This is an optimization exercise on Yosys and OpenROAD, whose aim is small area, not a production implementation.
Function was checked by simulation only, so behaviour that the tests miss may differ from the original.
Power is estimated from default activity; no workload was simulated.

## gpioTop
module gpioTop
(
  input  logic                        PCLK,
  input  logic                        arstN,
  input  logic                        psel,
  input  logic                        penable,
  input  logic                        pwrite,
  input  logic [8-1:0] paddr,
  input  logic [32-1:0]  pwdata,
  input  logic [32-1:0]     gpioIn,
  output logic [32-1:0]  prdata,
  output logic [32-1:0]     gpioOut,
  output logic [32-1:0]     gpioOe,
  output logic [32-1:0]     intVec,
  output logic                        intOr
);
For scale: about 420 flip-flops, about 210 I/O pins, roughly 19000 um2 of cells after synthesis.
make LEC_CHECK=0 ABC_AREA=1 CAP_MARGIN=20 CORE_MARGIN=2 CORE_UTILIZATION=65 CTS_BUF_LIST=sky130_fd_sc_hd__clkbuf_8 CTS_CLUSTER_DIAMETER=80 CTS_CLUSTER_SIZE=15 SLEW_MARGIN=20 finish   # period 10.0 ns
run.sh (not shown) runs the stock make flow with config.mk's settings and CLKGATE_MAP_FILE= SYNTH_SCRIPT=/design/flow/synth_recipe.tcl, a recipe that flattens the netlist after the stock synthesis.
Next try:
- CORE_UTILIZATION: 65 -> 40
- CTS_BUF_LIST: sky130_fd_sc_hd__clkbuf_8 -> default
- CTS_CLUSTER_DIAMETER: 80 -> default
- CTS_CLUSTER_SIZE: 15 -> default
After rerunning:
- hold slack loses 0.022 ns
- global-route usage falls by 13 points
- total power rises by about 28%

## run 1
Starting RTL as in the previous note.
Settings: LEC_CHECK=0, ABC_AREA=1, CAP_MARGIN=20, CORE_MARGIN=2, CORE_UTILIZATION=65, CTS_BUF_LIST=sky130_fd_sc_hd__clkbuf_16, CTS_CLUSTER_DIAMETER=100, CTS_CLUSTER_SIZE=24, SLEW_MARGIN=20; clock period 10.0 ns.
standard.sh (not shown) runs the stock make flow with config.mk's settings and CLKGATE_MAP_FILE= SYNTH_SCRIPT=/design/flow/synth_recipe.tcl, a recipe that flattens the netlist after the stock synthesis.
==> flow/flow/run.sh <==
#!/bin/bash
# Own layout flow: the standard synthesis, then its logic between the registers
# replaced by a hand-mapped netlist of the same function (flow/gen_netlist.py),
# then the standard flow from floorplan to finish, with the smallest buffer
# on the ports. Each tool's output goes to a log file of its own here.
set -euo pipefail
R=orfs/results/${FLOW_PLATFORM}/gpioTop/base

bash standard.sh synth > synth_standard.log 2>&1

cp "$R/1_2_yosys.v" standard_1_2_yosys.v
if python3 flow/gen_netlist.py standard_1_2_yosys.v hand_1_2_yosys.v > gen_netlist.log 2>&1; then
  cp hand_1_2_yosys.v "$R/1_2_yosys.v"
  touch "$R/1_2_yosys.v"
  rm -f "$R/1_synth.odb" "$R/1_synth.sdc"
else
  echo "gen_netlist failed; keeping the standard netlist" >> gen_netlist.log
fi

BUFFER_PORTS_ARGS="-buffer_cell sky130_fd_sc_hd__buf_1" bash standard.sh finish > flow_standard.log 2>&1
Other scripts of this flow, unchanged in this note and not shown: flow/flow/gen_netlist.py
diff inputs: run 1 => run 2
Settings: swapping sky130_fd_sc_hd__clkbuf_16 for sky130_fd_sc_hd__clkbuf_8 in CTS_BUF_LIST; swapping 24 for 15 in CTS_CLUSTER_SIZE; swapping 100 for 80 in CTS_CLUSTER_DIAMETER.
Notes after the runs:
Portion of total power attributed to the clock network, run 1 and run 2, higher one = run 1.
Actual slew at the worst max-slew pin in run 2 is 44 ps lower than in run 1
Summary of run 2 over run 1: fmax now larger, post-layout minimum cycle time shows a reduction of 40 ps, power moved down.
Delta (run 2 minus run 1): area fraction of clock buffers and clock inverters went down 0.31 points, net load switching power went down 0.55%, hold violation count in the final report held.
diff inputs: run 2 => run 3
diff --git a/flow/flow/run.sh b/flow/flow/run.sh
--- a/flow/flow/run.sh
+++ b/flow/flow/run.sh
@@ -19,0 +20 @@
+export CTS_ARGS="-sink_clustering_enable -repair_clock_nets -buf_list sky130_fd_sc_hd__clkbuf_8 -sink_clustering_size 15 -sink_clustering_max_diameter 80 -dont_use_dummy_load"
--- outcome ---
Run 3 against run 2: clock buffer count in the final layout decreased by 1 relative to the old numbers, starting DRC count in detailed routing decreased by about 5% relative to the old numbers.
Multi-input combinational area share was higher in the run labelled run 3.
The sum of routed wire length over all layers of run 2 and that of run 3 are within noise of each other.
Post-route minimum period: run 3 vs run 2 up 36 ps
Between run 3 and run 2, the global-route wire length before repair figures differ only marginally.
[compare] base=run 2 new=run 3: number of diodes added for antenna fixing climbed 1, total power dropped 0.000049 W.
In the flow results for run 2 and run 3, the transition time of the tightest slew-check pin is smaller on run 2.

the reference run:
The RTL this note starts from:
==> flow/design.v <==
`default_nettype none
package gpioPkg;
  typedef logic [32-1:0] pinVec_t;
  typedef logic [32-1:0] apbData_t;
  typedef logic [8-1:0] apbAddr_t;
  typedef struct packed
  {
    logic sel;
    logic enable;
    logic write;
    apbAddr_t addr;
    apbData_t wdata;
  } apbReq_t;
endpackage
`default_nettype wire
`timescale 1ns/10ps
`default_nettype none
module gpioApbControl
(
  input  logic             PCLK,
  input  gpioPkg::apbReq_t apb,
  output logic             wrEn,
  output logic             selCfg,
  output logic             selIrq,
  output logic             selIn,
  output logic             selOut
);
  logic setupSeen;
  logic hiBase;
  always_ff @(posedge PCLK)
    setupSeen <= apb.sel & ~apb.enable;
  assign wrEn = apb.sel & apb.enable & apb.write & setupSeen;
  assign hiBase = apb.addr[7] & ~apb.addr[6] & (apb.addr[3:0] == 4'h0);
  assign selCfg = ~apb.addr[7];
  assign selIrq = hiBase & (apb.addr[5:4] == 2'b00);
  assign selIn  = hiBase & (apb.addr[5:4] == 2'b01);
  assign selOut = hiBase & (apb.addr[5:4] == 2'b10);
endmodule
`default_nettype wire
`timescale 1ns/10ps
`default_nettype none
module gpioRegFile
(
  input  logic                      PCLK,
  input  logic                      arstN,
  input  logic                      wrEn,
  input  logic                      selCfg,
  input  logic                      selOut,
  input  logic [4:0]                idx,
  input  gpioPkg::apbData_t         wdata,
  output logic [32-1:0]   cfgWr,
  output logic [8*32-1:0] cfg,
  output gpioPkg::pinVec_t          outReg,
  output logic                      outValid,
  output gpioPkg::pinVec_t          gpioOut,
  output gpioPkg::pinVec_t          gpioOe
);
  logic [7:0] cfgWdata;
  assign cfgWdata = {wdata[7], wdata[6] ^ wdata[7], wdata[5:0]};
  for (genvar i = 0; i < 32; i++)
  begin : genCfg
    assign cfgWr[i] = wrEn & selCfg & (idx == 5'(i));
    always_ff @(posedge PCLK or negedge arstN)
    begin
      if (!arstN)
        cfg[8*i +: 8] <= '0;
      else if (cfgWr[i])
        cfg[8*i +: 8] <= cfgWdata;
    end
  end
  always_ff @(posedge PCLK)
  begin
    if (wrEn & selOut)
      outReg <= wdata[32-1:0];
  end
  always_ff @(posedge PCLK or negedge arstN)
  begin
    if (!arstN)
      outValid <= 1'b0;
    else if (wrEn & selOut)
      outValid <= 1'b1;
  end
  for (genvar i = 0; i < 32; i++)
  begin : genPin
    assign gpioOut[i] = outReg[i] & outValid & cfg[8*i];
    assign gpioOe[i] = cfg[8*i] & cfg[8*i+2];
  end
endmodule
`default_nettype wire
`timescale 1ns/10ps
`default_nettype none
module gpioInputSync
(
  input  logic             PCLK,
  input  logic             arstN,
  input  gpioPkg::pinVec_t gpioIn,
  output gpioPkg::pinVec_t syncIn,
  output gpioPkg::pinVec_t prevIn
);
  gpioPkg::pinVec_t metaIn;
  always_ff @(posedge PCLK or negedge arstN)
  begin
    if (!arstN)
      metaIn <= '0;
    else
      metaIn <= gpioIn;
  end
  always_ff @(posedge PCLK)
  begin
    syncIn <= metaIn;
    prevIn <= syncIn;
  end
endmodule
`default_nettype wire
`timescale 1ns/10ps
`default_nettype none
module gpioIrqDetect
(
  input  logic                      PCLK,
  input  logic [8*32-1:0] cfg,
  input  gpioPkg::pinVec_t          syncIn,
  input  gpioPkg::pinVec_t          prevIn,
  input  logic [32-1:0]   cfgWr,
  input  logic                      cfgSame,
  input  logic                      irqClr,
  input  gpioPkg::apbData_t         wdata,
  output gpioPkg::pinVec_t          intVec,
  output logic                      intOr
);
  for (genvar i = 0; i < 32; i++)
  begin : genPin
    logic en, d, a, e;
    logic v;
    logic hit;
    logic lvl;
    logic kill;
    logic flag;
    assign en = cfg[8*i+3];
    assign d  = cfg[8*i+5];
    assign a  = cfg[8*i+6];
    assign e  = cfg[8*i+7];
    assign v = d ^ (syncIn[i] | e);
    assign hit = a & v & (syncIn[i] ^ prevIn[i]);
    assign lvl = ~a & ~e & v;
    assign kill = cfgWr[i] & ~cfgSame;
    always_ff @(posedge PCLK)
      flag <= ~kill & (hit | (flag & ~(irqClr & wdata[i])));
    assign intVec[i] = en & (flag | lvl);
  end
  assign intOr = |intVec;
endmodule
`default_nettype wire
`timescale 1ns/10ps
`default_nettype none
module gpioReadMux
(
  input  logic                      selCfg,
  input  logic                      selIrq,
  input  logic                      selIn,
  input  logic                      selOut,
  input  logic [4:0]                idx,
  input  logic [8*32-1:0] cfg,
  input  gpioPkg::pinVec_t          intVec,
  input  gpioPkg::pinVec_t          syncIn,
  input  gpioPkg::pinVec_t          outReg,
  output logic [7:0]                cfgSel,
  output gpioPkg::apbData_t         rdata
);
  logic [7:0] cfgByte;
  always_comb
  begin
    cfgSel = '0;
    for (int i = 0; i < 32; i++)
      if (idx == 5'(i))
        cfgSel = cfg[8*i +: 8];
  end
  assign cfgByte = {cfgSel[7], cfgSel[6] ^ cfgSel[7], cfgSel[5:0]};
  for (genvar i = 0; i < 32; i++)
  begin : genBit
    logic fromCfg;
    if (i < 8)
      assign fromCfg = selCfg & cfgByte[i];
    else
      assign fromCfg = 1'b0;
    assign rdata[i] = fromCfg
                    | (selIrq & intVec[i])
                    | (selIn & syncIn[i] & cfg[8*i+1])
                    | (selOut & outReg[i]);
  end
endmodule
`default_nettype wire
`timescale 1ns/10ps
`default_nettype none
module gpioCore
(
  input  logic              PCLK,
  input  logic              arstN,
  input  gpioPkg::apbReq_t  apb,
  input  gpioPkg::pinVec_t  gpioIn,
  output gpioPkg::apbData_t rdata,
  output gpioPkg::pinVec_t  gpioOut,
  output gpioPkg::pinVec_t  gpioOe,
  output gpioPkg::pinVec_t  intVec,
  output logic              intOr
);
  logic                      wrEn;
  logic                      selCfg, selIrq, selIn, selOut;
  logic [32-1:0]   cfgWr;
  logic [8*32-1:0] cfg;
  logic [7:0]                cfgSel;
  logic                      cfgSame;
  gpioPkg::pinVec_t          outReg;
  logic                      outValid;
  gpioPkg::pinVec_t          syncIn;
  gpioPkg::pinVec_t          prevIn;
  gpioApbControl ctrl0
  (
    .PCLK   (PCLK),
    .apb    (apb),
    .wrEn   (wrEn),
    .selCfg (selCfg),
    .selIrq (selIrq),
    .selIn  (selIn),
    .selOut (selOut)
  );
  gpioRegFile regFile0
  (
    .PCLK     (PCLK),
    .arstN    (arstN),
    .wrEn     (wrEn),
    .selCfg   (selCfg),
    .selOut   (selOut),
    .idx      (apb.addr[6:2]),
    .wdata    (apb.wdata),
    .cfgWr    (cfgWr),
    .cfg      (cfg),
    .outReg   (outReg),
    .outValid (outValid),
    .gpioOut  (gpioOut),
    .gpioOe   (gpioOe)
  );
  gpioInputSync inSync0
  (
    .PCLK   (PCLK),
    .arstN  (arstN),
    .gpioIn (gpioIn),
    .syncIn (syncIn),
    .prevIn (prevIn)
  );
  assign cfgSame = (cfgSel[3] == apb.wdata[3]) && (cfgSel[5] == apb.wdata[5]) &&
                   (cfgSel[6] == (apb.wdata[6] ^ apb.wdata[7])) && (cfgSel[7] == apb.wdata[7]);
  gpioIrqDetect irq0
  (
    .PCLK    (PCLK),
    .cfg     (cfg),
    .syncIn  (syncIn),
    .prevIn  (prevIn),
    .cfgWr   (cfgWr),
    .cfgSame (cfgSame),
    .irqClr  (wrEn & selIrq),
    .wdata   (apb.wdata),
    .intVec  (intVec),
    .intOr   (intOr)
  );
  gpioReadMux readMux0
  (
    .selCfg (selCfg),
    .selIrq (selIrq),
    .selIn  (selIn),
    .selOut (selOut & outValid),
    .idx    (apb.addr[6:2]),
    .cfg    (cfg),
    .intVec (intVec),
    .syncIn (syncIn),
    .outReg (outReg),
    .cfgSel (cfgSel),
    .rdata  (rdata)
  );
endmodule
`default_nettype wire
`timescale 1ns/10ps
`default_nettype none
module gpioTop
(
  input  logic                        PCLK,
  input  logic                        arstN,
  input  logic                        psel,
  input  logic                        penable,
  input  logic                        pwrite,
  input  logic [8-1:0] paddr,
  input  logic [32-1:0]  pwdata,
  input  logic [32-1:0]     gpioIn,
  output logic [32-1:0]  prdata,
  output logic [32-1:0]     gpioOut,
  output logic [32-1:0]     gpioOe,
  output logic [32-1:0]     intVec,
  output logic                        intOr
);
  gpioPkg::apbReq_t apb;
  always_comb
  begin
    apb.sel = psel;
    apb.enable = penable;
    apb.write = pwrite;
    apb.addr = paddr;
    apb.wdata = pwdata;
  end
  gpioCore core0
  (
    .PCLK    (PCLK),
    .arstN   (arstN),
    .apb     (apb),
    .gpioIn  (gpioIn),
    .rdata   (prdata),
    .gpioOut (gpioOut),
    .gpioOe  (gpioOe),
    .intVec  (intVec),
    .intOr   (intOr)
  );
endmodule
`default_nettype wire
==> flow/config.mk <==
export PLATFORM = sky130hd
export DESIGN_NAME = gpioTop
export DESIGN_NICKNAME = gpioTop
export VERILOG_FILES = /design/flow/design.v
export SDC_FILE = /design/flow/constraint.sdc
export NUM_CORES = 4
export LEC_CHECK = 0
export ABC_AREA = 1
export CAP_MARGIN = 0
export CORE_MARGIN = 2
export CORE_UTILIZATION = 70
export CTS_BUF_LIST = sky130_fd_sc_hd__clkbuf_8
export CTS_CLUSTER_DIAMETER = 80
export CTS_CLUSTER_SIZE = 16
export SLEW_MARGIN = 0
==> flow/constraint.sdc <==
create_clock -name core_clock -period 10.0 [get_ports {PCLK}]
set_input_delay 2.0000 -clock core_clock [delete_from_list [all_inputs] [get_ports {PCLK}]]
set_output_delay 2.0000 -clock core_clock [all_outputs]
set_load 0.01 [all_outputs]
==> flow/flow/run.sh <==
#!/bin/bash
# Own layout flow: the standard synthesis, then its logic between the registers
# replaced by a hand-mapped netlist of the same function (flow/gen_netlist.py),
# then the standard flow from floorplan to finish, with the smallest buffer
# on the ports. Each tool's output goes to a log file of its own here.
set -euo pipefail
R=orfs/results/${FLOW_PLATFORM}/gpioTop/base

bash standard.sh synth > synth_standard.log 2>&1

cp "$R/1_2_yosys.v" standard_1_2_yosys.v
if python3 flow/gen_netlist.py standard_1_2_yosys.v hand_1_2_yosys.v > gen_netlist.log 2>&1; then
  cp hand_1_2_yosys.v "$R/1_2_yosys.v"
  touch "$R/1_2_yosys.v"
  rm -f "$R/1_synth.odb" "$R/1_synth.sdc"
else
  echo "gen_netlist failed; keeping the standard netlist" >> gen_netlist.log
fi

export CTS_ARGS="-sink_clustering_enable -repair_clock_nets -buf_list sky130_fd_sc_hd__clkbuf_8 -sink_clustering_size 16 -sink_clustering_max_diameter 80 -dont_use_dummy_load"
BUFFER_PORTS_ARGS="-buffer_cell sky130_fd_sc_hd__buf_1" bash standard.sh finish > flow_standard.log 2>&1
Other scripts of this flow, unchanged in this note and not shown: flow/flow/gen_netlist.py
Relative to the reference run, the following input files were edited for the trial run:
- swapping 16 for 15 in CTS_CLUSTER_SIZE
- swapping 70 for 80 in CORE_UTILIZATION
diff --git a/flow/flow/run.sh b/flow/flow/run.sh
--- a/flow/flow/run.sh
+++ b/flow/flow/run.sh
@@ -20 +20 @@
-export CTS_ARGS="-sink_clustering_enable -repair_clock_nets -buf_list sky130_fd_sc_hd__clkbuf_8 -sink_clustering_size 16 -sink_clustering_max_diameter 80 -dont_use_dummy_load"
+export CTS_ARGS="-sink_clustering_enable -repair_clock_nets -buf_list sky130_fd_sc_hd__clkbuf_8 -sink_clustering_size 15 -sink_clustering_max_diameter 80 -dont_use_dummy_load"
Notes after the runs:
A startpoint of the worst setup timing path of paddr[7] is what the reference run shows, while paddr[5] belongs to the trial run. Between the trial run and the reference run, the difference in placed standard-cell area is negligible. [the trial run] weighted congestion reported at the end of routability-driven placement rose 1.0% relative to the reference run. The cell with the biggest individual delay on the critical path comes out sky130_fd_sc_hd__a222oi_1 in one run and sky130_fd_sc_hd__or3_1 in the other, namely in the reference run and the trial run respectively. Compared to the reference run, the routing of the trial run uses more wire. From the reference run to the trial run the numbers moved as follows: final cell count saw a decrease; minimum hold slack increased 0.013 ns.

## separate check: timing with driven ports
No port has a modelled driver above. Below, the same layouts with a new extraction and two added sets of constraints. Step 1 sets driving cells, clkbuf_16 on the clock port and buf_2 on the other inputs (assumed; they add their load-dependent delay and slew). Step 2 adds t to the input delays and takes it off the output delays; t is the mean of the earliest and latest rising clock arrival at the registers after step 1. Input paths then give back, and output paths get back, about the clock's delay inside the block. Slacks: ideal ports / drivers / drivers and shift; pairs: ideal ports / drivers.
run	t, ns	setup WS [ns]	worst slew at a driven data input, ns
the first run of note 1	0.697	1.282 / 1.222 / 1.222	0.09
the second run of note 1	0.637	1.300 / 1.219 / 1.219	0.08
run 1	0.587	3.096 / 2.984 / 2.984	0.11
run 2	0.656	3.136 / 3.023 / 3.023	0.11
run 3	0.653	3.100 / 2.987 / 2.987	0.11
the reference run	0.650	3.293 / 3.220 / 3.220	0.08
the trial run	0.673	3.293 / 3.192 / 3.192	0.10
After both steps setup and hold are still met in every run listed.
